Source: an optimization exercise on an open RTL-to-GDS flow (aim: small area and a short achievable clock period). Production flows keep margins and buffers that such runs may drop.
No activity file was given, so power comes from the tool's default toggle rates.

==> 06-20: inputs <==
==> flow/design.v <==
package ex_bus_pkg;
    localparam int XLEN = 32;
    localparam int ADDR_W = 32;
    localparam int REG_ADDR_W = 5;
    localparam int BYTES_PER_WORD = XLEN / 8;
    typedef logic [XLEN-1:0] word_t;
    typedef logic [ADDR_W-1:0] addr_t;
    typedef logic [REG_ADDR_W-1:0] reg_addr_t;
    typedef logic [BYTES_PER_WORD-1:0] byte_sel_t;
    localparam int SHAMT_W = 5;
    localparam addr_t INST_STEP = 32'd4;
endpackage
package rv_isa_pkg;
    typedef logic [6:0] opcode_t;
    typedef logic [2:0] funct3_t;
    typedef logic [6:0] funct7_t;
    localparam int OPCODE_LSB = 0;
    localparam int OPCODE_W = 7;
    localparam int FUNCT3_LSB = 12;
    localparam int FUNCT3_W = 3;
    localparam int FUNCT7_LSB = 25;
    localparam int FUNCT7_W = 7;
    localparam int ALT_BIT = 30;
    localparam opcode_t OP_R = 7'b0110011;
    localparam opcode_t OP_I = 7'b0010011;
    localparam opcode_t OP_S = 7'b0100011;
    localparam opcode_t OP_L = 7'b0000011;
    localparam opcode_t OP_B = 7'b1100011;
    localparam opcode_t OP_LUI = 7'b0110111;
    localparam opcode_t OP_AUIPC = 7'b0010111;
    localparam opcode_t OP_JAL = 7'b1101111;
    localparam opcode_t OP_JALR = 7'b1100111;
    localparam funct7_t FUNCT7_ZERO = 7'b0000000;
    localparam funct7_t FUNCT7_ALT = 7'b0100000;
    localparam funct3_t FUNCT3_ADD_SUB = 3'b000;
    localparam funct3_t FUNCT3_SLL = 3'b001;
    localparam funct3_t FUNCT3_SLT = 3'b010;
    localparam funct3_t FUNCT3_SLTU = 3'b011;
    localparam funct3_t FUNCT3_XOR = 3'b100;
    localparam funct3_t FUNCT3_SRL_SRA = 3'b101;
    localparam funct3_t FUNCT3_OR = 3'b110;
    localparam funct3_t FUNCT3_AND = 3'b111;
    localparam funct3_t FUNCT3_BEQ = 3'b000;
    localparam funct3_t FUNCT3_BNE = 3'b001;
    localparam funct3_t FUNCT3_BLT = 3'b100;
    localparam funct3_t FUNCT3_BGE = 3'b101;
    localparam funct3_t FUNCT3_BLTU = 3'b110;
    localparam funct3_t FUNCT3_BGEU = 3'b111;
    localparam funct3_t FUNCT3_SB = 3'b000;
    localparam funct3_t FUNCT3_SH = 3'b001;
    localparam funct3_t FUNCT3_SW = 3'b010;
    localparam funct3_t FUNCT3_LB = 3'b000;
    localparam funct3_t FUNCT3_LH = 3'b001;
    localparam funct3_t FUNCT3_LW = 3'b010;
    localparam funct3_t FUNCT3_LBU = 3'b100;
    localparam funct3_t FUNCT3_LHU = 3'b101;
    typedef enum logic [3:0] {
        ALU,
        LUI,
        AUIPC,
        LOAD,
        STORE,
        BRANCH,
        JAL,
        JALR,
        NONE
    } op_class_t;
endpackage
module ex_top (
    input logic clk,
    input logic arst_n,
    input logic [31:0] pc,
    input logic [31:0] inst,
    input logic [31:0] reg1,
    input logic [31:0] reg2,
    input logic [31:0] imm,
    input logic [4:0] id_rd_addr,
    input logic id_rd_we,
    input logic [31:0] ram_rdata,
    output logic ram_req,
    output logic ram_we,
    output logic [3:0] ram_sel,
    output logic [31:0] ram_addr,
    output logic [31:0] ram_wdata,
    output logic [4:0] rd_addr,
    output logic [31:0] rd_wdata,
    output logic rd_we,
    output logic jump_flag,
    output logic [31:0] jump_addr
);
    logic [6:0] opc;
    logic [2:0] f3;
    logic alt;
    assign opc = inst[6:0];
    assign f3 = inst[14:12];
    assign alt = inst[30];
    logic is_r, r_ok, is_i, is_lui, is_auipc, is_ld, is_st, is_br, is_jal, is_jalr;
    logic valid;
    assign is_r = (opc == 7'b0110011);
    assign r_ok = is_r && (inst[29:25] == 5'b00000) && !inst[31];
    assign is_i = (opc == 7'b0010011);
    assign is_lui = (opc == 7'b0110111);
    assign is_auipc = (opc == 7'b0010111);
    assign is_ld = (opc == 7'b0000011);
    assign is_st = (opc == 7'b0100011);
    assign is_br = (opc == 7'b1100011);
    assign is_jal = (opc == 7'b1101111);
    assign is_jalr = (opc == 7'b1100111);
    assign valid = r_ok | is_i | is_lui | is_auipc | is_ld | is_st | is_br | is_jal | is_jalr;
    logic [31:0] maddr;
    assign maddr = reg1 + imm;
    logic sel_r1, sel_pc;
    logic [31:0] base, xsum;
    assign sel_r1 = !inst[4] && !inst[3] && (!inst[6] || inst[2]);
    assign sel_pc = (inst[4] && !inst[5]) || (inst[6] && !inst[2]) || inst[3];
    assign base = ({32{sel_r1}} & reg1) | ({32{sel_pc}} & pc);
    logic [31:0] xp, xg, xc;
    assign xp = base ^ imm;
    assign xg = base & imm;
    ex_prefix u_xpfx (.p(xp), .g(xg), .c(xc));
    assign xsum = xp ^ {xc[30:0], 1'b0};
    logic [31:0] b, bx, ysum;
    logic sub, cout, lt_u, lt_s, eq;
    assign b = inst[5] ? reg2 : imm;
    assign sub = inst[6] | (!f3[2] & f3[1]) | (!f3[2] & !f3[1] & !f3[0] & inst[5] & alt);
    assign bx = b ^ {32{sub}};
    logic [31:0] yp, yg, yg0, yc;
    assign yp = reg1 ^ bx;
    assign yg = reg1 & bx;
    assign yg0 = {yg[31:1], yg[0] | (yp[0] & sub)};
    ex_prefix u_ypfx (.p(yp), .g(yg0), .c(yc));
    assign ysum = yp ^ {yc[30:0], sub};
    assign cout = yc[31];
    assign lt_u = !cout;
    assign lt_s = lt_u ^ reg1[31] ^ b[31];
    assign eq = &yp;
    logic [31:0] r1_rev, s0, s1, s2, s3, s4, s5, sr, sl;
    logic fill;
    logic [4:0] sh;
    always_comb begin
        for (int i = 0; i < 32; i++) r1_rev[i] = reg1[31-i];
    end
    assign sh = b[4:0];
    assign fill = f3[2] & alt & reg1[31];
    assign s0 = f3[2] ? reg1 : r1_rev;
    assign s1 = sh[0] ? {{1{fill}}, s0[31:1]} : s0;
    assign s2 = sh[1] ? {{2{fill}}, s1[31:2]} : s1;
    assign s3 = sh[2] ? {{4{fill}}, s2[31:4]} : s2;
    assign s4 = sh[3] ? {{8{fill}}, s3[31:8]} : s3;
    assign s5 = sh[4] ? {{16{fill}}, s4[31:16]} : s4;
    assign sr = s5;
    always_comb begin
        for (int i = 0; i < 32; i++) sl[i] = sr[31-i];
    end
    logic [31:0] alu;
    always_comb begin
        case (f3)
            3'b000: alu = ysum;
            3'b001: alu = sl;
            3'b010: alu = {31'd0, lt_s};
            3'b011: alu = {31'd0, lt_u};
            3'b100: alu = yp;
            3'b101: alu = sr;
            3'b110: alu = yp | yg;
            default: alu = yg;
        endcase
    end
    logic [1:0] a;
    logic [7:0] rbyte;
    logic [15:0] rhalf;
    logic [31:0] ld;
    assign a = maddr[1:0];
    assign rbyte = ram_rdata[a*8 +: 8];
    assign rhalf = a[1] ? ram_rdata[31:16] : ram_rdata[15:0];
    always_comb begin
        case (f3)
            3'b000: ld = {{24{rbyte[7]}}, rbyte};
            3'b100: ld = {24'd0, rbyte};
            3'b001: ld = a[0] ? 32'd0 : {{16{rhalf[15]}}, rhalf};
            3'b101: ld = a[0] ? 32'd0 : {16'd0, rhalf};
            3'b010: ld = ram_rdata;
            default: ld = 32'd0;
        endcase
    end
    logic cond, take;
    logic [31:0] link;
    assign cond = f3[2] ? ((f3[1] ? lt_u : lt_s) ^ f3[0]) : (!f3[1] & (eq ^ f3[0]));
    assign take = (is_br & cond) | is_jal | is_jalr;
    assign link = {pc[31:2] + 30'd1, pc[1:0]};
    logic use_alu, use_x, use_ld, use_link;
    logic [31:0] result;
    assign use_alu = inst[4] & !inst[2];
    assign use_x = inst[4] & inst[2];
    assign use_ld = !inst[4] & !inst[6] & !inst[5];
    assign use_link = inst[6] & inst[2];
    assign result = ({32{use_alu}} & alu) | ({32{use_x}} & xsum)
                  | ({32{use_ld}} & ld) | ({32{use_link}} & link);
    logic st_ok, ld_ok, sb, sh_, sw;
    assign st_ok = is_st & !f3[2] & !(f3[1] & f3[0]);
    assign ld_ok = is_ld & !(f3[1] & (f3[0] | f3[2]));
    assign ram_req = st_ok | ld_ok;
    assign ram_we = st_ok;
    assign ram_addr = maddr;
    assign sb = !f3[1] & !f3[0];
    assign sh_ = f3[0];
    assign sw = f3[1];
    assign ram_sel[0] = sw | (!a[1] & !a[0]);
    assign ram_sel[1] = sw | (sb & !a[1] & a[0]) | (sh_ & !a[1] & !a[0]);
    assign ram_sel[2] = sw | (a[1] & !a[0]);
    assign ram_sel[3] = sw | (sb & a[1] & a[0]) | (sh_ & a[1] & !a[0]);
    assign ram_wdata[7:0] = reg2[7:0];
    assign ram_wdata[15:8] = sb ? reg2[7:0] : reg2[15:8];
    assign ram_wdata[23:16] = sw ? reg2[23:16] : reg2[7:0];
    assign ram_wdata[31:24] = sw ? reg2[31:24] : (sh_ ? reg2[15:8] : reg2[7:0]);
    always_ff @(posedge clk or negedge arst_n) begin
        if (!arst_n) begin
            rd_we <= 1'b0;
            jump_flag <= 1'b0;
        end else begin
            rd_we <= id_rd_we && valid;
            jump_flag <= take;
        end
    end
    always_ff @(posedge clk) begin
        rd_addr <= id_rd_addr;
        rd_wdata <= result;
        jump_addr <= {xsum[31:1], xsum[0] & !(inst[2] & !inst[3])};
    end
endmodule
module ex_prefix (
    input logic [31:0] p,
    input logic [31:0] g,
    output logic [31:0] c
);
    logic [31:0] gg, pp, gn, pn;
    always_comb begin
        gg = g;
        pp = p;
        for (int l = 0; l < 5; l++) begin
            gn = gg;
            pn = pp;
            for (int i = 0; i < 32; i++) begin
                if (((i >> l) & 1) == 1) begin
                    if (l >= 1 && i == (1 << l)) begin
                        gn[i] = g[i] | (p[i] & g[i-1]) | (p[i] & p[i-1] & gg[i-2]);
                        pn[i] = p[i] & p[i-1] & pp[i-2];
                    end else begin
                        gn[i] = gg[i] | (pp[i] & gg[((i >> l) << l) - 1]);
                        pn[i] = pp[i] & pp[((i >> l) << l) - 1];
                    end
                end
            end
            gg = gn;
            pp = pn;
        end
        c = gg;
    end
endmodule
==> flow/flow/run.sh <==
#!/bin/bash
# Standard layout, with the port buffers made from the smallest plain buffer.
cp standard.sh standard_sh_copy.txt
cp config.mk config_mk_copy.txt
export BUFFER_PORTS_ARGS="-buffer_cell sky130_fd_sc_hd__buf_1"
bash standard.sh > standard.log 2>&1
==> flow/standard.sh <==
#!/bin/bash
# synth_recipe.tcl (not shown) runs the flow's synth.tcl, then flattens the netlist and writes it again
# the make line also repeats each setting of config.mk as NAME=value (left out here)
make -C /OpenROAD-flow-scripts/flow DESIGN_CONFIG=/design/flow/config.mk WORK_HOME=/design/flow/orfs CLKGATE_MAP_FILE= SYNTH_SCRIPT=/design/flow/synth_recipe.tcl "${@:-finish}"
==> flow/config.mk <==
export PLATFORM = sky130hd
export DESIGN_NAME = ex_top
export DESIGN_NICKNAME = ex_top
export VERILOG_FILES = /design/flow/design.v
export SDC_FILE = /design/flow/constraint.sdc
export NUM_CORES = 4
export LEC_CHECK = 0
export CAP_MARGIN = 20
export CORE_MARGIN = 2
export CORE_UTILIZATION = 40
export SETUP_SLACK_MARGIN = 1.0
export SLEW_MARGIN = 20
==> flow/constraint.sdc <==
create_clock -name core_clock -period 6.5 [get_ports {clk}]
set_input_delay 1.3000 -clock core_clock [delete_from_list [all_inputs] [get_ports {clk}]]
set_output_delay 1.3000 -clock core_clock [all_outputs]
set_load 0.01 [all_outputs]
==> inputs of 11-03, as changes to 06-20 <==
--- a/flow/design.v
+++ b/flow/design.v
@@ -241,13 +241,8 @@
             pn = pp;
             for (int i = 0; i < 32; i++) begin
                 if (((i >> l) & 1) == 1) begin
-                    if (l >= 1 && i == (1 << l)) begin
-                        gn[i] = g[i] | (p[i] & g[i-1]) | (p[i] & p[i-1] & gg[i-2]);
-                        pn[i] = p[i] & p[i-1] & pp[i-2];
-                    end else begin
-                        gn[i] = gg[i] | (pp[i] & gg[((i >> l) << l) - 1]);
-                        pn[i] = pp[i] & pp[((i >> l) << l) - 1];
-                    end
+                    gn[i] = gg[i] | (pp[i] & gg[((i >> l) << l) - 1]);
+                    pn[i] = pp[i] & pp[((i >> l) << l) - 1];
                 end
             end
             gg = gn;
--- a/flow/config.mk
+++ b/flow/config.mk
@@ -8,5 +8,5 @@
 export CAP_MARGIN = 20
 export CORE_MARGIN = 2
 export CORE_UTILIZATION = 40
-export SETUP_SLACK_MARGIN = 1.0
+export SETUP_SLACK_MARGIN = 0.2
 export SLEW_MARGIN = 20
==> comparison table <==
metric                                                                      11-03           06-20
Post-Layout Cell Count                                                       2482            2539
GRT Total Usage                                                            40.62%          41.00%
Distinct cell type count after synthesis                                       76              81
Sequential group power                                                     559 uW          553 uW
Overall die height                                                       184.5 um        186.3 um
Routed metal-1 wire length                                               27350 um        29240 um
Vias per cell                                                               6.371           6.512
Mean instance size in the synthesized netlist                         7.614 sq um     7.453 sq um
Fraction of power consumed by the clock network                             18.4%           17.8%
Number of buffers other than clock buffers in the final layout                419             405
Worst Hold Margin                                                        695.9 ps        716.6 ps
Instance area at placement                                            15100 sq um     15250 sq um
Critical path peak fanout                                                       6               5
Critical path depth                                                            14              11
P_sw                                                                      1441 uW         1427 uW
Status                                                             finished clean  finished clean
Share of the synthesized area in compound gates (AO/OA/AOI/OAI)            28.79%          31.02%
Fmax achieved                                                          0.1623 GHz      0.1828 GHz
Number of antenna violations at the first check in global routing               5               1
Antenna diode count                                                             2               0
Leakage power figure                                                  0.006585 uW     0.006567 uW
Largest net degree at the start of global routing                             110              48
Share of cells above drive strength 1                                      9.225%          9.776%
Arrival time worst endpoint                                               4860 ps         4170 ps
No run of this note included a check of the RTL's function; only the layout flow was run.

-- afterwards: timing with drivers on the ports --
No port has a modelled driver above. Below, the same layouts with a new extraction and two added sets of constraints. Step 1 assumes that a clkbuf_16 drives the clock port and a buf_2 every other input. Step 2 also shifts input and output timing later by t, the mid clock arrival at the registers, as if the neighbouring blocks saw the same clock. Three values: no drivers, after step 1, after step 2; two values: the first two.
| run | shift t [ns] | setup slack, ns | hold WS [ns] | latest minus earliest clock arrival (ns) | worst slew at a driven data input, ns |
|---|---|---|---|---|---|
| 06-20 | 0.401 | 1.031 / 1.006 / 0.811 | 0.717 / 0.689 / 1.090 | 0.010 / 0.010 | 0.06 |
| 11-03 | 0.430 | 0.338 / 0.318 / 0.318 | 0.696 / 0.667 / 1.097 | 0.017 / 0.017 | 0.09 |
After both steps setup and hold are still met in every run listed. The setup slack of 06-20, which loses most, moves by -0.025 ns with the drivers and by -0.220 ns with both steps.
